Context: an optimization exercise on an open-source flow, tuned for small area. The choices shown serve that exercise and are no tape-out recipe.
RTL that was checked went through simulation tests only; none was proved equivalent to the original.
Function not checked in runs 2, 4 and 5: the RTL went through the layout flow alone.
Power figures rest on the tool's default switching activity, not on a simulated workload.

### design/flow/design.v
`timescale 1ns/1ps
`default_nettype none
package seqPkg;
	localparam int ADDR_W     = 16;
	localparam int DATA_W     = 32;
	localparam int DELAY_TRIM = 4;	 
	typedef enum logic [7:0] {
		PP_NOP     = 8'h00,
		PP_LDWR    = 8'h01,	 
		PP_LDWI    = 8'h03,	 
		PP_STWR    = 8'h04,	 
		PP_STWI    = 8'h05,	 
		PP_LDINDF  = 8'h06,	 
		PP_STINDF  = 8'h07,	 
		PP_CLRW    = 8'h08,
		PP_CMP     = 8'h09,
		PP_CMPI    = 8'h0a,
		PP_JMP     = 8'h10,
		PP_JMPZ    = 8'h11,
		PP_JMPNZ   = 8'h12,
		PP_JMPG    = 8'h13,
		PP_JMPL    = 8'h14,
		PP_JMPGE   = 8'h15,
		PP_JMPLE   = 8'h16,
		PP_ANDW    = 8'h17,
		PP_ADDW    = 8'h19,
		PP_ADDI    = 8'h21,
		PP_INC     = 8'h23,
		PP_INCI    = 8'h24,
		PP_DEC     = 8'h25,
		PP_DECI    = 8'h26,
		PP_SUB     = 8'h29,
		PP_SUBI    = 8'h31,
		PP_SHL     = 8'h33,
		PP_SHR     = 8'h35,
		PP_DELAY   = 8'h42,
		PP_WAITL   = 8'h44,
		PP_COUNT   = 8'h45,
		PP_SHUTTER = 8'h52,
		PP_STOP    = 8'hFF
	} opcode_e;
	typedef enum logic [1:0] {CF_EQ = 2'h0, CF_G = 2'h1, CF_L = 2'h2, CF_UNK = 2'h3} cmpFlag_e;
	typedef enum logic {RUN_IDLE, RUN_ACTIVE} runState_e;
	typedef enum logic [1:0] {EX_IDLE, EX_EXEC, EX_WAIT} execState_e;
	typedef enum logic [1:0] {WAIT_DELAY, WAIT_LINE, WAIT_COUNT} waitKind_e;
	typedef struct packed {
		opcode_e           op;
		logic [7:0]        reserved;
		logic [ADDR_W-1:0] addr;
	} instrAddr_t;
	typedef struct packed {
		opcode_e     op;
		logic        direct;	 
		logic [22:0] value;
	} instrDirect_t;
	typedef union packed {
		instrAddr_t   a;
		instrDirect_t d;
	} instrWord_t;
	typedef struct packed {
		logic              re;
		logic              we;
		logic [ADDR_W-1:0] addr;
		logic [DATA_W-1:0] wrData;
	} memReq_t;
endpackage
`default_nettype wire
`timescale 1ns/1ps
`default_nettype none
module seqTop #(
	parameter logic [seqPkg::ADDR_W-1:0] START_ADDR_RESET = 16'hFFFF
) (
	input  logic              wClk_i,
	input  logic              rst_i,
	input  logic [seqPkg::ADDR_W-1:0] startAddr_i,
	input  logic              startTrig_i,
	input  logic              stopTrig_i,
	input  logic              lineTrig_i,
	input  logic              pmt_i,
	input  logic [seqPkg::DATA_W-1:0] memRdData_i,
	output logic              busy_o,
	output logic [seqPkg::ADDR_W-1:0] memAddr_o,
	output logic [seqPkg::DATA_W-1:0] memWrData_o,
	output logic              memWe_o,
	output logic [7:0]        shutter_o
);
	logic        run;		 
	logic [15:0] pc;
	logic        iv;		 
	logic        dropRd;	 
	logic        fdv;		 
	logic        edv;		 
	logic [31:0] ib;		 
	logic        exS;		 
	logic        wtS;		 
	logic [31:0] wReg;		 
	logic [15:0] iReg;
	logic [1:0]  cmpFlag;	 
	logic        wb;		 
	logic        kLine;		 
	logic        kCnt;		 
	logic [31:0] cntN;		 
	logic [7:0]  op;
	assign op = ib[31:24];
	function automatic logic [31:0] inc32(input logic [31:0] x);
		logic c;
		c = 1'b1;
		for (int k = 0; k < 32; k++)
		begin
			inc32[k] = x[k] ^ c;
			c = c & x[k];
		end
	endfunction
	function automatic logic [15:0] inc16(input logic [15:0] x);
		logic c;
		c = 1'b1;
		for (int k = 0; k < 16; k++)
		begin
			inc16[k] = x[k] ^ c;
			c = c & x[k];
		end
	endfunction
	function automatic logic is(input logic [7:0] o, input logic [7:0] v);
		is = (o == v);
	endfunction
	logic dLd, dLdInd, dClr, dCmp, dCmpI, dAnd, dAdd, dSub, dAddI, dSubI, dInc, dDec, dIncI, dDecI;
	logic dShl, dShr, dDelay, dWaitL, dCount, dShut, dStore, dUseI, dStInd, dStop;
	logic rdOp, runsAlu, isWait, jt;
	assign dLd    = is(op, 8'h01) | is(op, 8'h03);
	assign dLdInd = is(op, 8'h06);
	assign dClr   = is(op, 8'h08);
	assign dCmp   = is(op, 8'h09);
	assign dCmpI  = is(op, 8'h0a);
	assign dAnd   = is(op, 8'h17);
	assign dAdd   = is(op, 8'h19);
	assign dAddI  = is(op, 8'h21);
	assign dInc   = is(op, 8'h23);
	assign dIncI  = is(op, 8'h24);
	assign dDec   = is(op, 8'h25);
	assign dDecI  = is(op, 8'h26);
	assign dSub   = is(op, 8'h29);
	assign dSubI  = is(op, 8'h31);
	assign dShl   = is(op, 8'h33);
	assign dShr   = is(op, 8'h35);
	assign dDelay = is(op, 8'h42);
	assign dWaitL = is(op, 8'h44);
	assign dCount = is(op, 8'h45);
	assign dShut  = is(op, 8'h52);
	assign dStop  = is(op, 8'hFF);
	assign dStore = is(op, 8'h04) | is(op, 8'h05) | is(op, 8'h07);
	assign dStInd = is(op, 8'h07);
	assign dUseI  = is(op, 8'h03) | is(op, 8'h05);
	assign rdOp   = dLd | dLdInd | dCmp | dCmpI | dAnd | dAdd | dAddI | dSub | dSubI |
	                dShl | dShr | dDelay | dCount | dShut;
	assign runsAlu = rdOp | dClr | dInc | dDec | dIncI | dDecI | dWaitL;
	assign isWait = dDelay | dWaitL | dCount;
	always_comb
	begin
		case (op)
			8'h10:   jt = 1'b1;
			8'h11:   jt = cmpFlag == 2'd0;
			8'h12:   jt = cmpFlag == 2'd1 || cmpFlag == 2'd2;
			8'h13:   jt = cmpFlag == 2'd1;
			8'h14:   jt = cmpFlag == 2'd2;
			8'h15:   jt = cmpFlag == 2'd0 || cmpFlag == 2'd1;
			8'h16:   jt = cmpFlag == 2'd0 || cmpFlag == 2'd2;
			default: jt = 1'b0;
		endcase
	end
	logic take, redirect, stopNow, eRe, eWe, eOwn, fRe, fGrant, loadWord;
	assign take     = ~exS & ~wtS & iv;
	assign redirect = take & jt;
	assign stopNow  = stopTrig_i | (take & dStop);
	assign eRe      = take & rdOp & ~ib[23];
	assign eWe      = take & dStore;
	assign eOwn     = eRe | eWe;
	assign fRe      = run & (~iv | take) & ~fdv;
	assign fGrant   = fRe & ~eOwn;
	assign loadWord = fdv & ~dropRd & run;
	assign busy_o      = run;
	assign memWe_o     = eWe;
	assign memAddr_o   = eOwn ? (dUseI ? iReg : ib[15:0]) : pc;
	assign memWrData_o = dStInd ? {16'h0, iReg} : wReg;
	always_ff @(posedge wClk_i)
	begin
		if (rst_i)
		begin
			run    <= 1'b0;
			iv     <= 1'b0;
			dropRd <= 1'b0;
			fdv    <= 1'b0;
			edv    <= 1'b0;
		end
		else
		begin
			dropRd <= redirect & fGrant;
			fdv    <= fGrant;
			edv    <= eRe;
			if (!run)
				run <= startTrig_i;
			else if (stopNow)
				run <= 1'b0;
			if (run & stopNow)
				iv <= 1'b0;
			else if (loadWord)
				iv <= 1'b1;
			else if (take)
				iv <= 1'b0;
		end
	end
	always_ff @(posedge wClk_i)
	begin
		if (!run)
			pc <= startAddr_i;
		else if (redirect)
			pc <= ib[15:0];
		else if (fGrant)
			pc <= pc + 16'd1;
	end
	always_ff @(posedge wClk_i)
	begin
		if (loadWord)
			ib <= memRdData_i;
	end
	logic [31:0] operand;
	assign operand = edv ? memRdData_i : {9'h0, ib[22:0]};
	logic        useI, useB, inv, cin;
	logic [31:0] aIn, bIn;
	logic [32:0] sum;
	logic        c16, zLo, zHi;
	logic        cntRun;
	assign cntRun = wb & kCnt;
	assign useI = dAddI | dSubI | dIncI | dDecI | dCmpI;
	assign useB = dAdd | dSub | dCmp | dAddI | dSubI | dCmpI | dAnd;
	assign inv  = exS & (dSub | dCmp | dSubI | dCmpI | dDec | dDecI);
	assign cin  = exS ? (dSub | dCmp | dSubI | dCmpI | dInc | dIncI) : pmt_i;
	assign aIn  = {wReg[31:16], (exS & useI) ? iReg : wReg[15:0]};
	assign bIn  = ((exS & useB) ? operand : 32'h0) ^ {32{inv}};
	assign sum  = {1'b0, aIn} + {1'b0, bIn} + {32'h0, cin};
	assign c16  = sum[16] ^ aIn[16] ^ bIn[16];
	assign zLo  = sum[15:0] == 16'h0;
	assign zHi  = sum[31:16] == 16'h0;
	logic [31:0] shIn, shOut, shRes;
	logic        shBig;
	always_comb
	begin
		for (int k = 0; k < 32; k++)
			shIn[k] = dShr ? wReg[31-k] : wReg[k];
		shOut = shIn << operand[4:0];
		for (int k = 0; k < 32; k++)
			shRes[k] = dShr ? shOut[31-k] : shOut[k];
	end
	assign shBig = |operand[31:5];
	logic [1:0] newFlag;
	always_comb
	begin
		if (dCmpI)
			newFlag = zLo ? 2'd0 : (c16 ? 2'd1 : 2'd2);
		else
			newFlag = (zLo & zHi) ? 2'd0 : (sum[32] ? 2'd1 : 2'd2);
	end
	always_ff @(posedge wClk_i)
	begin
		if (rst_i)
		begin
			exS       <= 1'b0;
			wtS       <= 1'b0;
			wReg      <= 32'h0;
			iReg      <= 16'h0;
			cmpFlag   <= 2'd3;
			shutter_o <= 8'h00;
		end
		else
		begin
			exS <= take & runsAlu;
			if (exS)
				wtS <= isWait;
			else if (!wb)
				wtS <= 1'b0;
			if (exS)
			begin
				if (dLd)
					wReg <= operand;
				else if (dClr | dCount)
					wReg <= 32'h0;
				else if (dAnd)
					wReg <= aIn & bIn;
				else if (dAdd | dSub | dInc | dDec)
					wReg <= sum[31:0];
				else if (dShl | dShr)
					wReg <= shBig ? 32'h0 : shRes;
				if (dLdInd)
					iReg <= operand[15:0];
				else if (dAddI | dSubI | dIncI | dDecI)
					iReg <= sum[15:0];
				if (dCmp | dCmpI)
					cmpFlag <= newFlag;
				if (dShut)
					shutter_o <= operand[7:0];
			end
			else if (cntRun)
				wReg <= sum[31:0];
		end
	end
	logic cntEnd, waitStart, nz, gt4;
	assign waitStart = exS & isWait;
	assign nz     = |operand;
	assign gt4    = (|operand[31:3]) | (operand[2] & (operand[1] | operand[0]));
	assign cntEnd = (&cntN[31:3]) & (cntN[2] == kCnt) & cntN[1] & ~cntN[0];
	always_ff @(posedge wClk_i)
	begin
		if (rst_i)
			wb <= 1'b0;
		else if (waitStart)
			wb <= dWaitL | (dCount ? nz : gt4);
		else if (wb)
		begin
			if (kLine)
				wb <= ~lineTrig_i;
			else if (cntEnd)
				wb <= 1'b0;
		end
	end
	always_ff @(posedge wClk_i)
	begin
		if (waitStart)
		begin
			kLine <= dWaitL;
			kCnt  <= dCount;
		end
	end
	always_ff @(posedge wClk_i)
	begin
		if (waitStart)
			cntN <= ~operand;
		else
			cntN <= inc32(cntN);
	end
endmodule
`default_nettype wire
### design/flow/flow/run.sh
#!/bin/bash
# Own layout flow: the standard ORFS flow (standard.sh) with
#  - Yosys's ABC mapping run with flow/area.abc instead of ORFS's speed script
#    (registers are mapped before ABC runs, so they are the standard synthesis's),
#  - sky130_fd_sc_hd__buf_1 as the port buffer,
#  - CTS without dummy loads, with clkbuf_8 below a clkbuf_16 root.
# Each step's full output is in orfs/logs/; make's output is in flow.log.
set -euo pipefail
HERE=$PWD
export MY_ABC_SCRIPT=$HERE/flow/area.abc
{
	cat <<'EOT'
proc abc {args} {
	set i [lsearch $args -script]
	if {$i >= 0} { lset args [expr {$i + 1}] $::env(MY_ABC_SCRIPT) }
	yosys abc {*}$args
}
EOT
	cat synth_recipe.tcl
} > my_synth.tcl
sed "s#SYNTH_SCRIPT=[^ ]*#SYNTH_SCRIPT=$HERE/my_synth.tcl#" standard.sh > my_standard.sh
export BUFFER_PORTS_ARGS="-buffer_cell sky130_fd_sc_hd__buf_1"
export CTS_ARGS="-sink_clustering_enable -repair_clock_nets -dont_use_dummy_load -root_buf sky130_fd_sc_hd__clkbuf_16 -buf_list sky130_fd_sc_hd__clkbuf_8"
bash my_standard.sh > flow.log 2>&1
### design/flow/flow/area.abc
strash
&get -n
&fraig -x
&put
scorr
dc2
balance
rewrite
refactor
balance
rewrite
rewrite -z
balance
refactor -z
rewrite -z
balance
strash
&get -n
&dch -f
&nf -p -R 1000
&put
buffer -c
topo
stime -c
upsize -c
dnsize -c
### design/flow/standard.sh
#!/bin/bash
# synth_recipe.tcl (not shown) runs the flow's synth.tcl, then flattens the netlist and writes it again
# the make line also repeats each setting of config.mk as NAME=value (left out here)
make -C /OpenROAD-flow-scripts/flow DESIGN_CONFIG=/design/flow/config.mk WORK_HOME=/design/flow/orfs CLKGATE_MAP_FILE= SYNTH_SCRIPT=/design/flow/synth_recipe.tcl "${@:-finish}"
### design/flow/config.mk
export PLATFORM = sky130hd
export DESIGN_NAME = seqTop
export DESIGN_NICKNAME = seqTop
export VERILOG_FILES = /design/flow/design.v
export SDC_FILE = /design/flow/constraint.sdc
export NUM_CORES = 4
export LEC_CHECK = 0
export CAP_MARGIN = 20
export CORE_MARGIN = 2
export CORE_UTILIZATION = 40
export SLEW_MARGIN = 20
### design/flow/constraint.sdc
create_clock -name core_clock -period 8.0 [get_ports {wClk_i}]
set_input_delay 1.6000 -clock core_clock [delete_from_list [all_inputs] [get_ports {wClk_i}]]
set_output_delay 1.6000 -clock core_clock [all_outputs]
set_load 0.01 [all_outputs]
==> summary.txt, run 1 <==
* DR vias/cell at 6.02
* Final Power at 1450 uW
* Leakage at 0.00563 uW
* Max Freq at 0.131 GHz
* Number of synthesized flops with an enable pin at 50
* Core area at 30300 um2
* Top_reg_cell synth: dfxtp_1
* Mean Syn Cell Area at 7.59 um2
* Layout cell share with drive strength beyond 1 at 9.29%
* Post-Synth Simple-Gate Area at 19.6%
* Chip Width at 179 um
* Minimum clock period at 7630 ps
* Crit-path slowest cell: or4_1
* XOR/XNOR Fraction of Synth Area at 2.57%
* Compound-gate portion of the synthesized area at 25.1%
* Mux contribution to synthesized area at 13.1%
* Max VDD drop at 0.108 mV
* Largest net degree at the start of global routing at 67
* Final setup TNS at 0 ps
* CTS tree: done
* Metal-1 WL at 20700 um
* Cells after Synth at 1614
* Status: timing/DRC/antenna clean
* Reg-to-reg startpoint: ib[26]$_DFFE_PP_
* TritonCTS buffer count at 17
* Initial core utilization at 40.4%
* Clock skew at 28.9 ps
* Worst path required time at 8280 ps
* Worst Tran Pin Value at 1100 ps
* Slew Viols, Final at 0
* Crit path max fanout at 3
* Slew headroom at 26.5%
* Buf/Inv on CP at 3
* P&R area growth vs syn at 11.2%
* Commonest non-fill, non-tap cells in the layout: nor2_1, a21oi_1, o21ai_0, mux2i_1, buf_1
* Initial antenna violation count at 0
* Placer congestion estimate at 0.942
* Crit Path Class: in2reg
* Met2 WL post-DR at 19800 um
* DIE AREA at 32100 um2
* DR vias at 12.6k
* Met3 routed WL at 4360 um
* Startpoint types: primary input
* Worst path top cell family by delay: simple AND/OR/NAND/NOR gates
* Syn_nets at 1736
* Max incr delay on CP at 530 ps
* Sequential area share after synthesis at 28.3%
* Worst setup path start: memRdData_i[0]
* CTS max path bufs at 2
* Fill cells at 3152
* Yosys warns at 1
* Hold path start: wtS$_SDFFE_PP0P_
* Unique masters post-synth at 54
* Reg clk slew, reported paths at 80 ps
* Die H at 179 um
* Number of global-route vias before repair at 11.3k
* CTS H-tree depth at 4
* Grt total ovfl at 0
* CTS Root Cell: clkbuf_16
* Post-cts hold buffer count at 0
* Period utilization at 95.4%
* Placed inst area at 13200 um2
* Async set or reset register ratio after synthesis at 0%
* Post-DR wirelength/cell at 22.2 um
* Final setup violation count at 0
* Routed Antenna Nets at 0
* Final Instance Count excl. Fillers at 2087
* Final WL at 46300 um
* FF+latch count, synth at 148
* Max-cap viol count at 0
* Commonest non-fill, non-tap cell in the layout: nor2_1
* Top Metal Used: met4
* Post-Syn Area at 12300 um2
* Endpoints failing hold at 0
* PortBufs at 111
* Combinational family with the most area after synthesis: compound AO/OA/AOI/OAI gates
* Core Rows at 64
* Initial DRC count at 1429
* First-pass GRT wire length at 69300 um
* Clock insertion delay at the later pin of the skew report at 390 ps
* Crit path DAT at 7910 ps
* Synth Area in Adders at 7.07%
* DP Wirelength at 34600 um
* # IOs at 112
* Final non-filler cell area at 13600 um2
* Clk sinks at 148
* Cells after DPL at 2060
* DRT Pass-1 Iters at 6
* Setup crit end kind: flop
* Crit-path most repeated cell: or4_1
* Min-delay worst type: reg2reg
* Final net count at 1814
* Post-route DRC at 0
* Power density over the cells at 106 nW/um2
* GRT Util Overall at 28.6%
[final cells by class]
class / instances / area [um2] / share of cell area (%)
tap: 396 / 495 / 3.64
timing repair buffer: 176 / 910 / 6.68
clock buffer: 17 / 245 / 1.80
antenna: 1 / 2.50 / 0.0184
inverter: 24 / 90.1 / 0.661
multi-input combinational: 1325 / 8420 / 61.8
sequential: 148 / 3470 / 25.4
[registers in the layout, indices dropped and copies added, names as in the netlist]
name / flops
kLine: 1
wb: 1
edv: 1
dropRd: 1
kCnt: 1
iReg: 16
ib: 32
wtS: 1
iv: 1
cntN: 32
cmpFlag: 2
run: 1
shutter_o: 8
pc: 16
fdv: 1
exS: 1
wReg: 32
[where the power goes]
| group | leakage (uW) | total (uW) | switching (uW) | internal, uW |
|---|---|---|---|---|
| clock network | 0.000127 | 474 | 273 | 201 |
| registers | 0.00126 | 833 | 23.8 | 809 |
| logic | 0.00423 | 139 | 85.2 | 53.9 |
[path summary, 6_finish.rpt]
| path | end | slack (ps) | cells after the start |
|---|---|---|---|
| max | cmpFlag[0]$_SDFFE_PP1P_ | 370 | 32 |
| min | wtS$_SDFFE_PP0P_ | 480 | 2 |
| max reg2reg | cmpFlag[0]$_SDFFE_PP1P_ | 430 | 33 |
| min reg2reg | wtS$_SDFFE_PP0P_ | 480 | 2 |
[per-stage QoR]
stage / utilization (%) / setup WS [ps] / hold WS (ps)
after global routing: 44.9 / -2.10 / 522
after detailed placement: 43.6 / -24.6 / 470
final: 44.9 / 371 / 479
after global placement: 43.6 / 59.9 / 458
after CTS: 44.4 / 207 / 482
after floorplan: - / 18.4 / 447
[what timing repair did]
item                       CTS  global route
setup endpoints to repair    0             2
gates resized for setup      0            17
hold endpoints to repair     0             0
buffers inserted             0             8
[layer usage]
metal | global-route usage [%] | up-vias
met2 | 42.6 | 626
li1 | - | 6057
met1 | 41.3 | 5815
met4 | 10.8 | 0
met5 | 0 | -
met3 | 4.45 | 69
[logic make-up after synthesis]
kind of cell | Yosys count
and+or+nand+nor | 542
xor gates and xnor gates | 36
DFF | 148
adders and majority gates | 68
muxes | 156
AOI/OAI and AO/OA | 523
buffers and inverters | 141
[synthesized netlist by cell type, types with 4 or more instances]
master    number  share of area [%]
mux2i_1      118                9.6
ha_1          66                6.7
a31oi_1       27                1.4
xor2_1        19                1.4
a211oi_1      22                1.3
o21ai_1        6               0.25
a21oi_1      188                7.7
o221ai_1       8               0.57
o21ai_0      155                6.3
nand2_1      109                3.3
and2_1         5               0.26
buf_1         10               0.31
clkbuf_1     107                3.3
nor4_1         4               0.20
nor3_1        56                2.3
inv_1         24               0.74
edfxtp_1      50                 12
nor2b_1       26                1.3
a21o_1        11               0.67
nand4_1       14               0.71
a221oi_1      27                1.9
o211ai_1      30                1.8
mux2_2        38                3.5
o22ai_1       17               0.87
or4_1          6               0.37
and3_1        14               0.71
xnor2_1       17                1.2
nand2b_1      10               0.51
dfxtp_1       98                 16
nor2_1       263                8.1
o21a_1         6               0.37
o21bai_1       5               0.31
nand3_1       22               0.90
[worst min-delay path, delay by kind of cell, from the launching register on]
kind,cells,cell delay [ps]
DFF,1,320
AOI/OAI and AO/OA,1,50
and+or+nand+nor,1,60
==> run 2: changes to the inputs <==
--- a/design/flow/design.v
+++ b/design/flow/design.v
@@ -238,8 +238,8 @@
 	assign bIn  = ((exS & useB) ? operand : 32'h0) ^ {32{inv}};
 	assign sum  = {1'b0, aIn} + {1'b0, bIn} + {32'h0, cin};
 	assign c16  = sum[16] ^ aIn[16] ^ bIn[16];
-	assign zLo  = sum[15:0] == 16'h0;
-	assign zHi  = sum[31:16] == 16'h0;
+	assign zLo  = &(aIn[15:0] ^ bIn[15:0]);
+	assign zHi  = &(aIn[31:16] ^ bIn[31:16]);
 	logic [31:0] shIn, shOut, shRes;
 	logic        shBig;
 	always_comb
==> run 2 against run 1 <==
Net effect:
- clock-buffer cell count is the same
- register-to-register slack lost 60 ps
- highest routed layer unchanged
- clock skew grew 2.3 ps
- largest cell class unchanged
- still clean on timing, DRC and antenna
- sequential power is essentially flat
- hold slack gained 13 ps
- clock power shrank 1%
- critical path depth grew 10
- cell count grew 0.38%
- design area grew 1.1%
==> summary.txt, run 2 <==
* Chip Width at 180 um (was 179 um)
* R2R Setup Slk at 370 ps (was 430 ps)
* Clock insertion delay at the later pin of the skew report at 400 ps (was 390 ps)
* Sequential area share after synthesis at 27.9% (was 28.3%)
* DR vias at 12.6k (about the same)
* Die H at 180 um (was 179 um)
* Core area at 30600 um2 (was 30300 um2)
* Sw frac at 26.1% (was 26.4%)
* CTS tree: done (unchanged)
* Min-delay worst type: reg2reg (unchanged)
* Layout cell share with drive strength beyond 1 at 9.66% (was 9.29%)
* CTS max path bufs at 2 (unchanged)
* DRT Pass-1 Iters at 6 (unchanged)
* Clk sinks at 148 (unchanged)
* Top cell type's share of synthesized area at 15.8% (was 16.0%)
* Setup ws final at 370 ps (was 371 ps)
* Max-cap viol count at 0 (unchanged)
* Hold path start: wtS$_SDFFE_PP0P_ (unchanged)
* Status: timing/DRC/antenna clean (unchanged)
* Critical R2R Capture: wReg[31]$_SDFFE_PP0P_ (was cmpFlag[0]$_SDFFE_PP1P_)
* Crit-path most repeated cell: a21o_1 (was or4_1)
* Initial antenna violation count at 0 (unchanged)
* # IOs at 112 (unchanged)
* Final setup TNS at 0 ps (unchanged)
* Setup crit end kind: flop (unchanged)
* Largest net degree at the start of global routing at 67 (unchanged)
* Worst Tran Pin Value at 1060 ps (was 1100 ps)
* Crit Path Class: reg2reg (was in2reg)
* Commonest non-fill, non-tap cells in the layout: nor2_1, mux2i_1, a21oi_1, o21ai_0, nand2_1 (was nor2_1, a21oi_1, o21ai_0, mux2i_1, buf_1)
* Mean Syn Cell Area at 7.64 um2 (was 7.59 um2)
* Leading registers by flop count: cntN: 32 flops, ib: 32 flops, wReg: 32 flops (unchanged)
* Number of global-route vias before repair at 11.9k (was 11.3k)
* Leakage at 0.00559 uW (was 0.00563 uW)
* Reg-to-reg startpoint: ib[24]$_DFFE_PP_ (was ib[26]$_DFFE_PP_)
* Max Freq at 0.131 GHz (about the same)
* Max incr delay on CP at 440 ps (was 530 ps)
* Top_reg_cell synth: dfxtp_1 (unchanged)
* Crit path max fanout at 13 (was 3)
* DP Wirelength at 35000 um (was 34600 um)
* Yosys warns at 1 (unchanged)
* CTS Root Cell: clkbuf_16 (unchanged)
* Combinational share of power at 9.5% (was 9.6%)
* Minimum clock period at 7630 ps (about the same)
* Clock share of power at 32.5% (was 32.8%)
* Initial DRC count at 1178 (was 1429)
* Hold Path Stages at 2 (unchanged)
* Final WL at 46800 um (was 46300 um)
* Seq pwr share at 58.0% (was 57.6%)
* Most common cell in the netlist: nor2_1 (unchanged)
* Max VDD drop at 0.109 mV (was 0.108 mV)
* Sw Pwr at 375 uW (was 382 uW)
* Post-route DRC at 0 (unchanged)
* Async set or reset register ratio after synthesis at 0% (unchanged)
* Clock skew at 31.2 ps (was 28.9 ps)
* Dominant cell type by area after synthesis: dfxtp_1 (unchanged)
* Post-Syn Area at 12400 um2 (was 12300 um2)
* Startpoint types: flop (was primary input)
* Post-Place Worst Slack at 43.9 ps (was -24.6 ps)
* Placed inst area at 13400 um2 (was 13200 um2)
* Endpoints failing hold at 0 (unchanged)
* Syn_nets at 1745 (was 1736)
* Unique masters post-synth at 59 (was 54)
* GRT Util Overall at 28.4% (was 28.6%)
* Placer congestion estimate at 0.974 (was 0.942)
* CTS H-tree depth at 4 (unchanged)
* Pint at 1060 uW (about the same)
* WHS Endpoint: wtS$_SDFFE_PP0P_ (unchanged)
* Cells after Synth at 1623 (was 1614)
* Crit-path slowest cell: edfxtp_1 (was or4_1)
* TritonCTS buffer count at 17 (unchanged)
* First-pass GRT wire length at 71900 um (was 69300 um)
* Period utilization at 95.4% (about the same)
* Routed Antenna Nets at 0 (unchanged)
* Ranking of synthesized cells by area: dfxtp_1, mux2i_1, edfxtp_1 (was dfxtp_1, edfxtp_1, mux2i_1)
* Power density over the cells at 104 nW/um2 (was 106 nW/um2)
* P&R area growth vs syn at 11.1% (was 11.2%)
* PortBufs at 111 (unchanged)
* Grt total ovfl at 0 (unchanged)
* Final Util at 45.1% (was 44.9%)
* Worst R2R Path Depth at 42 (was 33)
* Slew Viols, Final at 0 (unchanged)
* FF+latch count, synth at 148 (unchanged)
* Final setup violation count at 0 (unchanged)
* DIE AREA at 32400 um2 (was 32100 um2)
* Slew headroom at 29.4% (was 26.5%)
* Reg clk slew, reported paths at 100 ps (was 80 ps)
* Final non-filler cell area at 13800 um2 (was 13600 um2)
* Post-DR wirelength/cell at 22.3 um (was 22.2 um)
* Number of synthesized flops with an enable pin at 50 (unchanged)
* Top post-synthesis cells by count: nor2_1, mux2i_1, a21oi_1 (was nor2_1, a21oi_1, o21ai_0)
* Crit path DAT at 7890 ps (was 7910 ps)
* Initial core utilization at 40.5% (was 40.4%)
* Final net count at 1822 (was 1814)
* Core Rows at 64 (unchanged)
* Worst path required time at 8260 ps (was 8280 ps)
* RSZ-0062 raised after global routing: yes
* Commonest non-fill, non-tap cell in the layout: nor2_1 (unchanged)
* DR vias/cell at 6.04 (was 6.02)
[run 2: how the worst max path moves through the flow]
stage / slack [ps] / startpoint / endpoint
final: 370 / ib[24]$_DFFE_PP_ / wReg[31]$_SDFFE_PP0P_
after global routing: -30 / ib[24]$_DFFE_PP_ / wReg[31]$_SDFFE_PP0P_
after CTS: 110 / ib[25]$_DFFE_PP_ / wReg[31]$_SDFFE_PP0P_
after detailed placement: 40 / memRdData_i[0] / wReg[31]$_SDFFE_PP0P_
after global placement: 80 / memRdData_i[0] / wReg[31]$_SDFFE_PP0P_
after floorplan: 20 / memRdData_i[1] / wReg[31]$_SDFFE_PP0P_
[run 2: power by group through the flow]
stage,logic (uW),registers (uW),clock network [uW]
2_1_floorplan,86.4,843,0
3_3_place_gp,133,848,0
3_5_place_dp,135,850,0
4_1_cts,136,833,478
5_1_grt,154,837,508
6_report,137,833,467
[run 2: per-layer routing]
metal	track usage (%)	up-vias	part of all wire, %
met5	0	-	0
met4	10.1	0	2.9
met3	5.86	82	7.2
met2	43.4	501	43
met1	39.7	6016	46
li1	-	6045	-
[run 2: cell families after synthesis]
group	count (synthesis)	synth area share (%)
xor gates and xnor gates	34	2.40
buffers and inverters	140	4.25
adders and majority gates	68	6.98
muxes	188	15.5
DFF	148	27.9
and+or+nand+nor	594	20.9
AOI/OAI and AO/OA	451	22.0
[run 2: area by class of cell]
type,count,area [um2]
diodes,1,2.50
clock buffers,17,245
fillers,3176,16800
inverters,25,93.8
multi-input cells,1335,8560
flip-flops and latches,148,3460
well taps,396,495
repair buffers,173,916
[run 2: worst max-delay path: cells and delay by family (launching register included)]
family | cells | cell delay (ps)
xor gates and xnor gates | 1 | 170
and+or+nand+nor | 8 | 890
AOI/OAI and AO/OA | 29 | 4810
DFF | 1 | 440
muxes | 1 | 380
adders and majority gates | 1 | 320
buffers and inverters | 2 | 490
[run 2: timing repair]
action | 4_1_cts | 5_1_grt
endpoints found under the setup margin | 0 | 5
hold buffers | 0 | 0
buffers inserted | 0 | 4
endpoints found under the hold margin | 0 | 0
resized for setup | 0 | 20
[run 2: metrics by stage]
stage,total power (uW),std cells,hold slack (ps)
floorplan,929,1623,447
global placement,981,2072,452
detailed placement,984,2072,485
CTS,1450,2089,494
global route,1500,2094,509
finish,1440,2095,492
==> run 3: changes to the inputs <==
--- a/design/flow/design.v
+++ b/design/flow/design.v
@@ -238,8 +238,8 @@
 	assign bIn  = ((exS & useB) ? operand : 32'h0) ^ {32{inv}};
 	assign sum  = {1'b0, aIn} + {1'b0, bIn} + {32'h0, cin};
 	assign c16  = sum[16] ^ aIn[16] ^ bIn[16];
-	assign zLo  = &(aIn[15:0] ^ bIn[15:0]);
-	assign zHi  = &(aIn[31:16] ^ bIn[31:16]);
+	assign zLo  = sum[15:0] == 16'h0;
+	assign zHi  = sum[31:16] == 16'h0;
 	logic [31:0] shIn, shOut, shRes;
 	logic        shBig;
 	always_comb
--- a/design/flow/flow/run.sh
+++ b/design/flow/flow/run.sh
@@ -3,7 +3,8 @@
 #  - Yosys's ABC mapping run with flow/area.abc instead of ORFS's speed script
 #    (registers are mapped before ABC runs, so they are the standard synthesis's),
 #  - sky130_fd_sc_hd__buf_1 as the port buffer,
-#  - CTS without dummy loads, with clkbuf_8 below a clkbuf_16 root.
+#  - CTS without dummy loads, with clkbuf_8 below a clkbuf_16 root,
+#  - timing-driven global placement that does not keep its resizer changes.
 # Each step's full output is in orfs/logs/; make's output is in flow.log.
 set -euo pipefail
 HERE=$PWD
@@ -21,4 +22,5 @@
 sed "s#SYNTH_SCRIPT=[^ ]*#SYNTH_SCRIPT=$HERE/my_synth.tcl#" standard.sh > my_standard.sh
 export BUFFER_PORTS_ARGS="-buffer_cell sky130_fd_sc_hd__buf_1"
 export CTS_ARGS="-sink_clustering_enable -repair_clock_nets -dont_use_dummy_load -root_buf sky130_fd_sc_hd__clkbuf_16 -buf_list sky130_fd_sc_hd__clkbuf_8"
+export GPL_KEEP_OVERFLOW=0
 bash my_standard.sh > flow.log 2>&1
==> run 3 against run 2 <==
Net effect:
- clock power grew 3%
- wire length increased by 1.3%
- maximum frequency shrank 1.7%
- largest power group unchanged
- total power up 0.93%
- die area is 1.2% lower
- flip-flop and latch count is the same
- combinational power is essentially flat
- sequential power is essentially flat
- utilization grew 1.2 points
- critical path depth decreased by 9
- hold slack lost 15 ps
- highest routed layer is now met5
==> summary.txt, run 3 <==
* Die H at 179 um (was 180 um)
* Post-DR wirelength/cell at 22.7 um (was 22.3 um)
* Final net count at 1811 (was 1822)
* Fill cells at 3116 (was 3176)
* Final Util at 46.3% (was 45.1%)
* CTS Root Cell: clkbuf_16 (unchanged)
* Startpoint types: flop (unchanged)
* Mux contribution to synthesized area at 13.1% (was 15.5%)
* Combinational share of power at 9.4% (was 9.5%)
* DIE AREA at 32100 um2 (was 32400 um2)
* Crit path DAT at 8050 ps (was 7890 ps)
* Crit-path slowest cell: or4_1 (was edfxtp_1)
* Routed Antenna Nets at 0 (unchanged)
* GRT Util Overall at 28.9% (was 28.4%)
* Crit Path Class: reg2reg (unchanged)
* Pint at 1070 uW (was 1060 uW)
* XOR/XNOR Fraction of Synth Area at 2.57% (was 2.40%)
* Reg-to-reg startpoint: ib[31]$_DFFE_PP_ (was ib[24]$_DFFE_PP_)
* Final setup violation count at 0 (unchanged)
* Unique masters post-synth at 54 (was 59)
* Commonest non-fill, non-tap cells in the layout: nor2_1, a21oi_1, o21ai_0, mux2i_1, buf_1 (was nor2_1, mux2i_1, a21oi_1, o21ai_0, nand2_1)
* Grt total ovfl at 0 (unchanged)
* Status: timing/DRC/antenna clean (unchanged)
* Post-cts hold buffer count at 0 (unchanged)
* DRT Pass-1 Iters at 5 (was 6)
* Clock share of power at 33.0% (was 32.5%)
* Post-Synth Simple-Gate Area at 19.6% (was 20.9%)
* Initial DRC count at 1427 (was 1178)
* Clock insertion delay at the later pin of the skew report at 410 ps (was 400 ps)
* Endpoints failing hold at 0 (unchanged)
* Compound-gate portion of the synthesized area at 25.1% (was 22.0%)
* Top cell type's share of synthesized area at 16.0% (was 15.8%)
* Async set or reset register ratio after synthesis at 0% (unchanged)
* Min-delay worst type: reg2reg (unchanged)
* Max-cap viol count at 0 (unchanged)
* Sw frac at 26.6% (was 26.1%)
* Metal-1 WL at 20900 um (was 21700 um)
* Sw Pwr at 386 uW (was 375 uW)
* FF+latch count, synth at 148 (unchanged)
* Setup crit end kind: flop (unchanged)
* Hold Path Stages at 2 (unchanged)
* Post-Syn Area at 12300 um2 (was 12400 um2)
* Cells after Synth at 1614 (was 1623)
* Layout cell share with drive strength beyond 1 at 10.3% (was 9.66%)
* Final WL at 47400 um (was 46800 um)
* Initial core utilization at 40.4% (was 40.5%)
* Max Freq at 0.129 GHz (was 0.131 GHz)
* Top post-synthesis cells by count: nor2_1, a21oi_1, o21ai_0 (was nor2_1, mux2i_1, a21oi_1)
* Initial antenna violation count at 0 (unchanged)
* Leakage at 0.00572 uW (was 0.00559 uW)
* Crit path max fanout at 6 (was 13)
* PortBufs at 111 (unchanged)
* Slew headroom at 14.6% (was 29.4%)
* CTS max path bufs at 2 (unchanged)
* Critical R2R Capture: cmpFlag[0]$_SDFFE_PP1P_ (was wReg[31]$_SDFFE_PP0P_)
* Hold path start: wtS$_SDFFE_PP0P_ (unchanged)
* Crit-path most repeated cell: or4_1 (was a21o_1)
* Mean Syn Cell Area at 7.59 um2 (was 7.64 um2)
* Max incr delay on CP at 540 ps (was 440 ps)
* Slew Viols, Final at 0 (unchanged)
* R2R Setup Slk at 240 ps (was 370 ps)
* P&R area growth vs syn at 14.6% (was 11.1%)
* Worst Tran Pin Value at 1250 ps (was 1060 ps)
* Synth Area in Adders at 7.07% (was 6.98%)
* Number of synthesized flops with an enable pin at 50 (unchanged)
* Placer congestion estimate at 0.993 (was 0.974)
* DR vias at 12.8k (was 12.6k)
* Clk sinks at 148 (unchanged)
* CTS H-tree depth at 4 (unchanged)
* Met2 WL post-DR at 20700 um (was 20400 um)
* WHS Endpoint: wtS$_SDFFE_PP0P_ (unchanged)
* Sequential area share after synthesis at 28.3% (was 27.9%)
* Worst path required time at 8290 ps (was 8260 ps)
* Period utilization at 97.0% (was 95.4%)
* Leading registers by flop count: cntN: 32 flops, ib: 32 flops, wReg: 32 flops (unchanged)
* Dominant cell type by area after synthesis: dfxtp_1 (unchanged)
* Most common cell in the netlist: nor2_1 (unchanged)
* First-pass GRT wire length at 70000 um (was 71900 um)
* DP Wirelength at 34900 um (was 35000 um)
* Combinational family with the most area after synthesis: compound AO/OA/AOI/OAI gates (unchanged)
* Seq pwr share at 57.6% (was 58.0%)
* # IOs at 112 (unchanged)
* Core area at 30300 um2 (was 30600 um2)
* TritonCTS buffer count at 17 (unchanged)
* Ranking of synthesized cells by area: dfxtp_1, edfxtp_1, mux2i_1 (was dfxtp_1, mux2i_1, edfxtp_1)
* Post-route DRC at 0 (unchanged)
* Chip Width at 179 um (was 180 um)
* Core Rows at 64 (unchanged)
* Met3 routed WL at 3880 um (was 3370 um)
* Max VDD drop at 0.113 mV (was 0.109 mV)
* Worst R2R Path Depth at 33 (was 42)
* Power density over the cells at 103 nW/um2 (was 104 nW/um2)
* Commonest non-fill, non-tap cell in the layout: nor2_1 (unchanged)
* Clock skew at 40.8 ps (was 31.2 ps)
* Minimum clock period at 7760 ps (was 7630 ps)
* Final setup TNS at 0 ps (unchanged)
* Syn_nets at 1736 (was 1745)
* Top Metal Used: met5 (was met4)
* Yosys warns at 1 (unchanged)
* CTS tree: done (unchanged)
* Number of global-route vias before repair at 11.5k (was 11.9k)
* Top_reg_cell synth: dfxtp_1 (unchanged)
* DR vias/cell at 6.16 (was 6.04)
* Reg clk slew, reported paths at 80 ps (was 100 ps)
* Largest net degree at the start of global routing at 73 (was 67)
==> run 3: worst max path at each step <==
stage / start / depth (start not counted) / to / slack, ps
floorplan: memRdData_i[0] / 33 / cmpFlag[1]$_SDFFE_PP1P_ / 20
global placement: ib[31]$_DFFE_PP_ / 32 / cmpFlag[1]$_SDFFE_PP1P_ / -4980
detailed placement: ib[28]$_DFFE_PP_ / 35 / cmpFlag[1]$_SDFFE_PP1P_ / -980
CTS: ib[31]$_DFFE_PP_ / 33 / cmpFlag[1]$_SDFFE_PP1P_ / 50
global route: ib[31]$_DFFE_PP_ / 33 / cmpFlag[1]$_SDFFE_PP1P_ / -30
finish: ib[31]$_DFFE_PP_ / 33 / cmpFlag[0]$_SDFFE_PP1P_ / 240
==> run 3: per-layer routing <==
layer,track usage (%),up-vias
li1,-,6069
met1,40.0,6030
met2,44.7,616
met3,4.54,115
met4,11.8,2
met5,0.801,-
==> run 3: area by class of cell <==
class	instances	area (um2)	area share (%)
Inverter	24	90.1	0.641
Antenna cell	1	2.50	0.0178
Timing Repair Buffer	170	1150	8.21
Tap cell	396	495	3.53
Multi-Input combinational cell	1328	8590	61.1
Sequential cell	148	3470	24.7
Clock buffer	17	245	1.75
==> run 3: cell families (layout without fill, tap and decap cells) <==
logic type | after synthesis | count (layout)
XOR/XNOR | 36 | 36
multiplexers | 156 | 156
flip-flops | 148 | 148
buffers and inverters | 141 | 211
AND/OR/NAND/NOR | 542 | 544
adder cells (fa/ha/maj) | 68 | 68
other | 0 | 1
AO/OA/AOI/OAI | 523 | 524
==> run 3: power by group through the flow <==
stage          clock network, uW  registers, uW  logic (uW)
6_report                     479            836         137
5_1_grt                      512            840         154
4_1_cts                      490            836         134
3_5_place_dp                   0            853         132
3_3_place_gp                   0            853         125
2_1_floorplan                  0            843        88.0
==> run 3: critical path, delay by kind of cell (launching register included) <==
kind                     cells  cell delay [ps]
AND/OR/NAND/NOR             15             4120
AO/OA/AOI/OAI               11             1680
adder cells (fa/ha/maj)      2              580
flip-flops                   1              470
multiplexers                 1              330
buffers and inverters        3              320
XOR/XNOR                     1              170
==> run 3: per-stage QoR <==
step / setup slack, ps / hold slack, ps / area (um2) / instances / total power (uW)
after floorplan: 18.4 / 447 / 12300 / 1614 / 931
after global placement: -4980 / 454 / 12700 / 2004 / 979
after detailed placement: -980 / 464 / 13400 / 2029 / 985
after CTS: 45.3 / 477 / 13700 / 2055 / 1460
after global routing: -29.0 / 505 / 14000 / 2083 / 1510
final: 240 / 477 / 14000 / 2084 / 1450
==> run 3: what timing repair did <==
item / in CTS / in global routing
gates resized for setup: 10 / 25
buffers inserted: 8 / 26
pin swaps: 5 / 5
endpoints found under the setup margin: 5 / 3
cloned: 1 / 2
==> run 4: changes to the inputs <==
--- a/design/flow/design.v
+++ b/design/flow/design.v
@@ -251,6 +251,15 @@
 			shRes[k] = dShr ? shOut[31-k] : shOut[k];
 	end
 	assign shBig = |operand[31:5];
+	logic        selLd, selAnd, selSum, selSh, selHold;
+	logic [31:0] wNext;
+	assign selLd   = exS & dLd;
+	assign selAnd  = exS & dAnd;
+	assign selSum  = (exS & (dAdd | dSub | dInc | dDec)) | cntRun;
+	assign selSh   = exS & (dShl | dShr) & ~shBig;
+	assign selHold = exS ? ~(dLd | dClr | dCount | dAnd | dAdd | dSub | dInc | dDec | dShl | dShr) : ~cntRun;
+	assign wNext   = ({32{selLd}} & operand) | ({32{selAnd}} & aIn & bIn) | ({32{selSum}} & sum[31:0]) |
+	                 ({32{selSh}} & shRes) | ({32{selHold}} & wReg);
 	logic [1:0] newFlag;
 	always_comb
 	begin
@@ -277,18 +286,9 @@
 				wtS <= isWait;
 			else if (!wb)
 				wtS <= 1'b0;
+			wReg <= wNext;
 			if (exS)
 			begin
-				if (dLd)
-					wReg <= operand;
-				else if (dClr | dCount)
-					wReg <= 32'h0;
-				else if (dAnd)
-					wReg <= aIn & bIn;
-				else if (dAdd | dSub | dInc | dDec)
-					wReg <= sum[31:0];
-				else if (dShl | dShr)
-					wReg <= shBig ? 32'h0 : shRes;
 				if (dLdInd)
 					iReg <= operand[15:0];
 				else if (dAddI | dSubI | dIncI | dDecI)
@@ -298,8 +298,6 @@
 				if (dShut)
 					shutter_o <= operand[7:0];
 			end
-			else if (cntRun)
-				wReg <= sum[31:0];
 		end
 	end
 	logic cntEnd, waitStart, nz, gt4;
--- a/design/flow/flow/run.sh
+++ b/design/flow/flow/run.sh
@@ -3,8 +3,7 @@
 #  - Yosys's ABC mapping run with flow/area.abc instead of ORFS's speed script
 #    (registers are mapped before ABC runs, so they are the standard synthesis's),
 #  - sky130_fd_sc_hd__buf_1 as the port buffer,
-#  - CTS without dummy loads, with clkbuf_8 below a clkbuf_16 root,
-#  - timing-driven global placement that does not keep its resizer changes.
+#  - CTS without dummy loads, with clkbuf_8 below a clkbuf_16 root.
 # Each step's full output is in orfs/logs/; make's output is in flow.log.
 set -euo pipefail
 HERE=$PWD
@@ -22,5 +21,4 @@
 sed "s#SYNTH_SCRIPT=[^ ]*#SYNTH_SCRIPT=$HERE/my_synth.tcl#" standard.sh > my_standard.sh
 export BUFFER_PORTS_ARGS="-buffer_cell sky130_fd_sc_hd__buf_1"
 export CTS_ARGS="-sink_clustering_enable -repair_clock_nets -dont_use_dummy_load -root_buf sky130_fd_sc_hd__clkbuf_16 -buf_list sky130_fd_sc_hd__clkbuf_8"
-export GPL_KEEP_OVERFLOW=0
 bash my_standard.sh > flow.log 2>&1
==> run 4 against run 3 <==
Net effect:
- non-clock buffer count decreased by 2
- largest power group unchanged
- sequential share of layout area is 1.5 points higher
- hold slack better by 25 ps
- sequential power about the same
- worst setup slack better by 110 ps
- synthesized area fell by 2.7%
- via count is 4.8% lower
==> summary.txt, run 4 <==
* Grt total ovfl at 0 (unchanged)
* Post-DR wirelength/cell at 22.2 um (was 22.7 um)
* GRT Util Overall at 29.1% (was 28.9%)
* Minimum clock period at 7650 ps (was 7760 ps)
* Seq pwr share at 57.7% (was 57.6%)
* Leading registers by flop count: cntN: 32 flops, ib: 32 flops, wReg: 32 flops (unchanged)
* Final WL at 45600 um (was 47400 um)
* Ant diodes at 0 (was 1)
* DP Wirelength at 34300 um (was 34900 um)
* Crit path DAT at 7920 ps (was 8050 ps)
* Setup crit end kind: flop (unchanged)
* Setup ws final at 346 ps (was 240 ps)
* First-pass GRT wire length at 69100 um (was 70000 um)
* Largest net degree at the start of global routing at 74 (was 73)
* Worst path top cell family by delay: simple AND/OR/NAND/NOR gates (unchanged)
* Crit Path Class: reg2reg (unchanged)
* DRT Pass-1 Iters at 5 (unchanged)
* Commonest non-fill, non-tap cells in the layout: nor2_1, a21oi_1, o21ai_0, nand2_1, buf_1 (was nor2_1, a21oi_1, o21ai_0, mux2i_1, buf_1)
* FF+latch count, synth at 148 (unchanged)
* Ranking of synthesized cells by area: dfxtp_1, edfxtp_1, nor2_1 (was dfxtp_1, edfxtp_1, mux2i_1)
* Number of synthesized flops with an enable pin at 50 (unchanged)
* Post-route DRC at 0 (unchanged)
* Sequential cell area at 3460 um2 (was 3470 um2)
* Post-cts hold buffer count at 0 (unchanged)
* Max incr delay on CP at 540 ps (about the same)
* Number of global-route vias before repair at 11.4k (was 11.5k)
* Pint at 1060 uW (was 1070 uW)
* Die H at 177 um (was 179 um)
* Post-Syn Area at 11900 um2 (was 12300 um2)
* Core area at 29500 um2 (was 30300 um2)
* Crit path max fanout at 7 (was 6)
* Most common cell in the netlist: nor2_1 (unchanged)
* Startpoint types: flop (unchanged)
* Min-delay worst type: reg2reg (unchanged)
* Layout cell share with drive strength beyond 1 at 8.90% (was 10.3%)
* Buf/Inv on CP at 2 (was 3)
* Unique masters post-synth at 57 (was 54)
* Mean Syn Cell Area at 7.53 um2 (was 7.59 um2)
* CTS tree: done (unchanged)
* Cells after Synth at 1583 (was 1614)
* Routed Antenna Nets at 0 (unchanged)
* Max Freq at 0.131 GHz (was 0.129 GHz)
* Clock insertion delay at the later pin of the skew report at 390 ps (was 410 ps)
* Worst Tran Pin Value at 1050 ps (was 1250 ps)
* Slew headroom at 30.1% (was 14.6%)
* CTS max path bufs at 2 (unchanged)
* Area of the multi-input gates at 7990 um2 (was 8590 um2)
* Sw Pwr at 378 uW (was 386 uW)
* Leakage at 0.00565 uW (was 0.00572 uW)
* Post-Place Worst Slack at 243 ps (was -980 ps)
* Clk sinks at 148 (unchanged)
* P&R area growth vs syn at 10.9% (was 14.6%)
* Clock skew at 36.3 ps (was 40.8 ps)
* DIE AREA at 31200 um2 (was 32100 um2)
* Yosys warns at 1 (unchanged)
* Crit-path most repeated cell: or4_1 (unchanged)
* TritonCTS buffer count at 17 (unchanged)
* Initial DRC count at 1225 (was 1427)
* PortBufs at 111 (unchanged)
* Endpoints failing hold at 0 (unchanged)
* Final setup violation count at 0 (unchanged)
* Combinational share of power at 9.8% (was 9.4%)
* Max VDD drop at 0.0993 mV (was 0.113 mV)
* Initial core utilization at 40.4% (about the same)
* Power density over the cells at 109 nW/um2 (was 103 nW/um2)
* Status: timing/DRC/antenna clean (unchanged)
* Top cell type's share of synthesized area at 16.5% (was 16.0%)
* DR vias at 12.2k (was 12.8k)
* Slew Viols, Final at 0 (unchanged)
* Top post-synthesis cells by count: nor2_1, a21oi_1, o21ai_0 (unchanged)
* Crit-path slowest cell: nor4_1 (was or4_1)
* Final Instance Count excl. Fillers at 2053 (was 2084)
* Sw frac at 26.2% (was 26.6%)
* Final net count at 1786 (was 1811)
* Max-cap viol count at 0 (unchanged)
* # IOs at 112 (unchanged)
* Core Rows at 63 (was 64)
* Worst path required time at 8270 ps (was 8290 ps)
* Async set or reset register ratio after synthesis at 0% (unchanged)
* CTS Root Cell: clkbuf_16 (unchanged)
* Dominant cell type by area after synthesis: dfxtp_1 (unchanged)
* CTS H-tree depth at 4 (unchanged)
* Cells after DPL at 2026 (was 2029)
* Initial antenna violation count at 1 (was 0)
* Reg clk slew, reported paths at 80 ps (about the same)
* Sequential area share after synthesis at 29.1% (was 28.3%)
* Top_reg_cell synth: dfxtp_1 (unchanged)
* Chip Width at 177 um (was 179 um)
* Clock share of power at 32.5% (was 33.0%)
* Fill cells at 3044 (was 3116)
* Commonest non-fill, non-tap cell in the layout: nor2_1 (unchanged)
* DR vias/cell at 5.95 (was 6.16)
* Syn_nets at 1704 (was 1736)
* Placer congestion estimate at 0.959 (was 0.993)
* Period utilization at 95.7% (was 97.0%)
run 4: final timing paths:
| check | startpoint | endpoint | slack (ps) | cells after the start |
|---|---|---|---|---|
| worst max-delay path | ib[28]$_DFFE_PP_ | cmpFlag[0]$_SDFFE_PP1P_ | 350 | 29 |
| worst min register to register | cntN[0]$_DFF_P_ | cntN[0]$_DFF_P_ | 500 | 1 |
| worst min-delay path | cntN[0]$_DFF_P_ | cntN[0]$_DFF_P_ | 500 | 1 |
| worst max register to register | ib[28]$_DFFE_PP_ | cmpFlag[0]$_SDFFE_PP1P_ | 350 | 29 |
run 4: area by class of cell:
cell class	count	area share, %
Inverter	41	1.16
Timing Repair Buffer	168	6.58
Clock buffer	17	1.86
Multi-Input combinational cell	1289	60.5
Sequential cell	148	26.2
Tap cell	390	3.69
run 4: timing repair:
| item | CTS | global route |
|---|---|---|
| resized for setup | 0 | 6 |
| setup endpoints to repair | 0 | 2 |
| setup buffers | 0 | 9 |
run 4: layer usage:
layer | GRT usage, % | routed length, um | vias to the layer above | part of all wire, %
li1 | - | - | 5845 | -
met1 | 40.7 | 20300 | 5742 | 45
met2 | 46.1 | 20500 | 540 | 45
met3 | 3.84 | 3390 | 81 | 7.4
met4 | 10.1 | 1380 | 2 | 3.0
met5 | 0 | 13 | - | 0.029
run 4: logic make-up after synthesis:
| logic type | Yosys count | share of synthesized area [%] |
|---|---|---|
| and+or+nand+nor | 536 | 19.6 |
| AOI/OAI and AO/OA | 512 | 25.0 |
| DFF | 148 | 29.1 |
| buffers and inverters | 146 | 4.60 |
| muxes | 138 | 12.0 |
| adders and majority gates | 67 | 7.16 |
| xor gates and xnor gates | 36 | 2.65 |
run 4: stage by stage:
stage                     total power [uW]  util [%]  hold WS [ps]  setup TNS, ps  area, um2
after floorplan                        931         -           448              0      11900
after global placement                 984      43.5           489              0      12800
after detailed placement               987      43.6           490              0      12800
after CTS                             1450      44.4           506              0      13100
after global routing                  1490      44.8           516          -45.7      13200
final                                 1440      44.8           502              0      13200
run 4: power groups by stage:
stage	combinational [uW]	clock (uW)	sequential (uW)
after floorplan	87.9	0	843
after global placement	136	0	848
after detailed placement	138	0	849
after CTS	138	480	832
after global routing	157	501	837
final	141	468	833
==> run 5: changes to the inputs <==
--- a/design/flow/design.v
+++ b/design/flow/design.v
@@ -179,8 +179,8 @@
 	assign loadWord = fdv & ~dropRd & run;
 	assign busy_o      = run;
 	assign memWe_o     = eWe;
-	assign memAddr_o   = eOwn ? (dUseI ? iReg : ib[15:0]) : pc;
-	assign memWrData_o = dStInd ? {16'h0, iReg} : wReg;
+	assign memAddr_o   = ({16{eOwn & dUseI}} & iReg) | ({16{eOwn & ~dUseI}} & ib[15:0]) | ({16{~eOwn}} & pc);
+	assign memWrData_o = ({32{dStInd}} & {16'h0, iReg}) | ({32{~dStInd}} & wReg);
 	always_ff @(posedge wClk_i)
 	begin
 		if (rst_i)
@@ -208,22 +208,20 @@
 				iv <= 1'b0;
 		end
 	end
+	logic selStart, selJump, selInc, selKeep;
+	assign selStart = ~run;
+	assign selJump  = run & redirect;
+	assign selInc   = run & ~redirect & fGrant;
+	assign selKeep  = run & ~redirect & ~fGrant;
 	always_ff @(posedge wClk_i)
-	begin
-		if (!run)
-			pc <= startAddr_i;
-		else if (redirect)
-			pc <= ib[15:0];
-		else if (fGrant)
-			pc <= pc + 16'd1;
-	end
+		pc <= ({16{selStart}} & startAddr_i) | ({16{selJump}} & ib[15:0]) | ({16{selInc}} & (pc + 16'd1)) | ({16{selKeep}} & pc);
 	always_ff @(posedge wClk_i)
 	begin
 		if (loadWord)
 			ib <= memRdData_i;
 	end
 	logic [31:0] operand;
-	assign operand = edv ? memRdData_i : {9'h0, ib[22:0]};
+	assign operand = ({32{edv}} & memRdData_i) | ({32{~edv}} & {9'h0, ib[22:0]});
 	logic        useI, useB, inv, cin;
 	logic [31:0] aIn, bIn;
 	logic [32:0] sum;
@@ -260,6 +258,12 @@
 	assign selHold = exS ? ~(dLd | dClr | dCount | dAnd | dAdd | dSub | dInc | dDec | dShl | dShr) : ~cntRun;
 	assign wNext   = ({32{selLd}} & operand) | ({32{selAnd}} & aIn & bIn) | ({32{selSum}} & sum[31:0]) |
 	                 ({32{selSh}} & shRes) | ({32{selHold}} & wReg);
+	logic        selLdI, selSumI, selHoldI;
+	logic [15:0] iNext;
+	assign selLdI   = exS & dLdInd;
+	assign selSumI  = exS & (dAddI | dSubI | dIncI | dDecI);
+	assign selHoldI = ~(selLdI | selSumI);
+	assign iNext    = ({16{selLdI}} & operand[15:0]) | ({16{selSumI}} & sum[15:0]) | ({16{selHoldI}} & iReg);
 	logic [1:0] newFlag;
 	always_comb
 	begin
@@ -287,12 +291,9 @@
 			else if (!wb)
 				wtS <= 1'b0;
 			wReg <= wNext;
+			iReg <= iNext;
 			if (exS)
 			begin
-				if (dLdInd)
-					iReg <= operand[15:0];
-				else if (dAddI | dSubI | dIncI | dDecI)
-					iReg <= sum[15:0];
 				if (dCmp | dCmpI)
 					cmpFlag <= newFlag;
 				if (dShut)
==> run 5 against run 4 <==
Net effect:
- hold slack got worse by 2.0 ps
- non-clock buffer count decreased by 19
- total power increased by 0.91%
- via count decreased by 0.16%
==> summary.txt, run 5 <==
* Post-Syn Area at 11700 um2 (was 11900 um2)
* RSZ-0062 raised after global routing: no
* Post-Place Worst Slack at 442 ps (was 243 ps)
* FF+latch count, synth at 148 (unchanged)
* Layout cell share with drive strength beyond 1 at 9.46% (was 8.90%)
* Core area at 28700 um2 (was 29500 um2)
* GRT Util Overall at 30.2% (was 29.1%)
* R2R Setup Slk at 370 ps (was 350 ps)
* CTS Root Cell: clkbuf_16 (unchanged)
* Top cell type's share of synthesized area at 19.5% (was 16.5%)
* Max Freq at 0.131 GHz (about the same)
* Clock skew at 38.6 ps (was 36.3 ps)
* First-pass GRT wire length at 70000 um (was 69100 um)
* Cells after Synth at 1503 (was 1583)
* Max VDD drop at 0.122 mV (was 0.0993 mV)
* Worst path top cell family by delay: simple AND/OR/NAND/NOR gates (unchanged)
* Yosys warns at 1 (unchanged)
* Sequential area share after synthesis at 28.3% (was 29.1%)
* Final WL at 46600 um (was 45600 um)
* Number of synthesized flops with an enable pin at 34 (was 50)
* Post-cts hold buffer count at 0 (unchanged)
* Chip Width at 175 um (was 177 um)
* Die H at 175 um (was 177 um)
* Unique masters post-synth at 64 (was 57)
* DR vias/cell at 6.22 (was 5.95)
* PortBufs at 111 (unchanged)
* Worst path required time at 8260 ps (was 8270 ps)
* Initial antenna violation count at 0 (was 1)
* Fill cells at 2993 (was 3044)
* Status: timing/DRC/antenna clean (unchanged)
* Clk sinks at 148 (unchanged)
* Minimum clock period at 7630 ps (was 7650 ps)
* Crit-path most repeated cell: or4_1 (unchanged)
* Leakage at 0.00523 uW (was 0.00565 uW)
* Final setup violation count at 0 (unchanged)
* Max-cap viol count at 0 (unchanged)
* DIE AREA at 30600 um2 (was 31200 um2)
* Crit path DAT at 7890 ps (was 7920 ps)
* Worst setup endpoint: cmpFlag[0]$_SDFFE_PP1P_ (unchanged)
* Post-DR wirelength/cell at 23.8 um (was 22.2 um)
* Slew headroom at 31.0% (was 30.1%)
* Routed Antenna Nets at 0 (unchanged)
* Critical R2R Capture: cmpFlag[0]$_SDFFE_PP1P_ (unchanged)
* Largest net degree at the start of global routing at 67 (was 74)
* Final Util at 44.8% (about the same)
* Reg clk slew, reported paths at 70 ps (was 80 ps)
* Syn_nets at 1624 (was 1704)
* Grt total ovfl at 0 (unchanged)
* Ranking of synthesized cells by area: dfxtp_1, edfxtp_1, mux2i_1 (was dfxtp_1, edfxtp_1, nor2_1)
* Slew Viols, Final at 0 (unchanged)
* Max incr delay on CP at 650 ps (was 540 ps)
* DP Wirelength at 35400 um (was 34300 um)
* P&R area growth vs syn at 10.2% (was 10.9%)
* Number of global-route vias before repair at 11.4k (about the same)
* Crit-path slowest cell: nor4_1 (unchanged)
* TritonCTS buffer count at 17 (unchanged)
* Hold Path Stages at 2 (was 1)
* Placer congestion estimate at 0.999 (was 0.959)
* Power density over the cells at 113 nW/um2 (was 109 nW/um2)
* Most common cell in the netlist: nor2_1 (unchanged)
* # IOs at 112 (unchanged)
* Leading registers by flop count: cntN: 32 flops, ib: 32 flops, wReg: 32 flops (unchanged)
* Mean Syn Cell Area at 7.77 um2 (was 7.53 um2)
* Reg-to-reg startpoint: ib[29]$_DFFE_PP_ (was ib[28]$_DFFE_PP_)
* Endpoints failing hold at 0 (unchanged)
* Stages on worst setup path at 30 (was 29)
* Post-route DRC at 0 (unchanged)
* CTS max path bufs at 2 (unchanged)
* Final net count at 1698 (was 1786)
* CTS tree: done (unchanged)
* Worst Tran Pin Value at 1030 ps (was 1050 ps)
* DR vias at 12.2k (about the same)
* Period utilization at 95.4% (was 95.7%)
* Commonest non-fill, non-tap cells in the layout: nor2_1, nand2_1, a21oi_1, dfxtp_1, buf_1 (was nor2_1, a21oi_1, o21ai_0, nand2_1, buf_1)
* Clock insertion delay at the later pin of the skew report at 410 ps (was 390 ps)
* Setup crit end kind: flop (unchanged)
* CTS H-tree depth at 4 (unchanged)
* Final setup TNS at 0 ps (unchanged)
* DRT Pass-1 Iters at 9 (was 5)
* Initial core utilization at 40.7% (was 40.4%)
* Commonest non-fill, non-tap cell in the layout: nor2_1 (unchanged)
* Buf/Inv on CP at 2 (unchanged)
* Crit Path Class: reg2reg (unchanged)
* Worst R2R Path Depth at 30 (was 29)
* Placed inst area at 12600 um2 (was 12800 um2)
* Async set or reset register ratio after synthesis at 0% (unchanged)
* Min-delay worst type: reg2reg (unchanged)
* Startpoint types: flop (unchanged)
* Core Rows at 62 (was 63)
* Worst setup path start: ib[29]$_DFFE_PP_ (was ib[28]$_DFFE_PP_)
* Hold WS at 500 ps (was 502 ps)
* Top_reg_cell synth: dfxtp_1 (unchanged)
* Setup ws final at 368 ps (was 346 ps)
* Final non-filler cell area at 12900 um2 (was 13200 um2)
* Initial DRC count at 1294 (was 1225)
* Top post-synthesis cells by count: nor2_1, nand2_1, a21oi_1 (was nor2_1, a21oi_1, o21ai_0)
* Dominant cell type by area after synthesis: dfxtp_1 (unchanged)
* Crit path max fanout at 7 (unchanged)
==> run 5: changes by cell type after synthesis, moves of 22 or more <==
| cell | change |
|---|---|
| a21oi_1 | -40 |
| a221oi_1 | +22 |
| a222oi_1 | +30 |
| nand2_1 | +45 |
| nor2_1 | -83 |
| o21ai_0 | -74 |
==> run 5: how the worst min path moves through the flow <==
stage | from | to | slack [ps]
6_report | shutter_o[1]$_SDFFE_PP0P_ | shutter_o[1]$_SDFFE_PP0P_ | 500
5_1_grt | pc[12]$_DFF_P_ | pc[12]$_DFF_P_ | 530
2_1_floorplan | ib[23]$_DFFE_PP_ | edv$_SDFF_PP0_ | 420
3_3_place_gp | cntN[0]$_DFF_P_ | cntN[0]$_DFF_P_ | 480
3_5_place_dp | pc[8]$_DFF_P_ | pc[8]$_DFF_P_ | 490
4_1_cts | shutter_o[1]$_SDFFE_PP0P_ | shutter_o[1]$_SDFFE_PP0P_ | 500
==> run 5: worst register-to-register path: cells and delay by family, from the launching register on <==
family | cells | cell delay (ps)
AND/OR/NAND/NOR | 15 | 4560
AO/OA/AOI/OAI | 10 | 1500
adder cells (fa/ha/maj) | 2 | 710
flip-flops | 1 | 470
buffers and inverters | 2 | 140
XOR/XNOR | 1 | 120
==> run 5: repair_timing <==
action	CTS	global route
setup endpoints to repair	0	1
buffers inserted	0	1
resized for setup	0	1
==> run 5: kinds of logic (layout without fill, tap and decap cells) <==
group,count (synthesis),after routing,synth area share [%]
buf+inv,133,205,4.28
xor+xnor,36,36,2.70
other cells,0,1,0
fa+ha+maj,67,67,7.31
flops,148,148,28.3
mux,139,139,12.5
simple gates,544,544,20.8
compound gates,436,436,24.1
==> run 5: metal layers <==
layer	vias up	wire, um	track usage, %	part of all wire [%]
met4	0	1810	13.0	3.9
met5	-	0	0	0
li1	5686	-	-	-
met1	5780	20500	42.1	44
met3	101	4060	5.53	8.7
met2	623	20200	45.8	43
==> run 5: layout make-up <==
cell class / count / area (um2) / share of cell area, %
Tap cell: 384 / 480 / 3.73
Clock buffer: 17 / 245 / 1.91
Timing Repair Buffer: 149 / 723 / 5.62
Multi-Input combinational cell: 1222 / 7970 / 61.9
Sequential cell: 148 / 3300 / 25.7
Antenna cell: 1 / 2.50 / 0.0194
Inverter: 39 / 146 / 1.14
==> run 5: power breakdown <==
group          leakage, uW  switching (uW)  internal [uW]
clock             0.000127             268            200
combinational      0.00386            89.8           67.0
sequential         0.00124            31.8            798
==> run 5: stage by stage <==
step / power, uW / cells
after floorplan: 940 / 1503
after global placement: 998 / 1940
after detailed placement: 1000 / 1940
after CTS: 1460 / 1957
after global routing: 1520 / 1959
final: 1450 / 1960

==> port drivers added, routing unchanged <==
How much do the figures lean on ideal ports? The routed layouts below were timed once more, with nothing changed but the port constraints.
Step 1 sets driving cells, clkbuf_16 on the clock port and buf_2 on the other inputs (assumed; they add their load-dependent delay and slew).
Step 2, shift: input delay + t, output delay - t, t = (earliest + latest rising clock arrival at the registers) / 2. This alone moves slack from input paths to output paths.
a / b / c = no drivers / after step 1 / after step 2; a / b = the first two.
run	shift t [ns]	slack for setup (ns)	worst setup path after step 2
run 1	0.434	0.371 / 0.406 / -0.028	input to register
run 2	0.440	0.370 / 0.370 / 0.086	input to register
run 3	0.446	0.240 / 0.240 / -0.104	input to register
run 4	0.424	0.346 / 0.346 / 0.207	input to register
run 5	0.443	0.368 / 0.368 / 0.332	input to register
Met with ideal ports but missed after step 2: setup timing in run 1 and run 3. The setup slack of run 1, which loses most, moves by +0.035 ns with the drivers and by -0.399 ns with both steps.
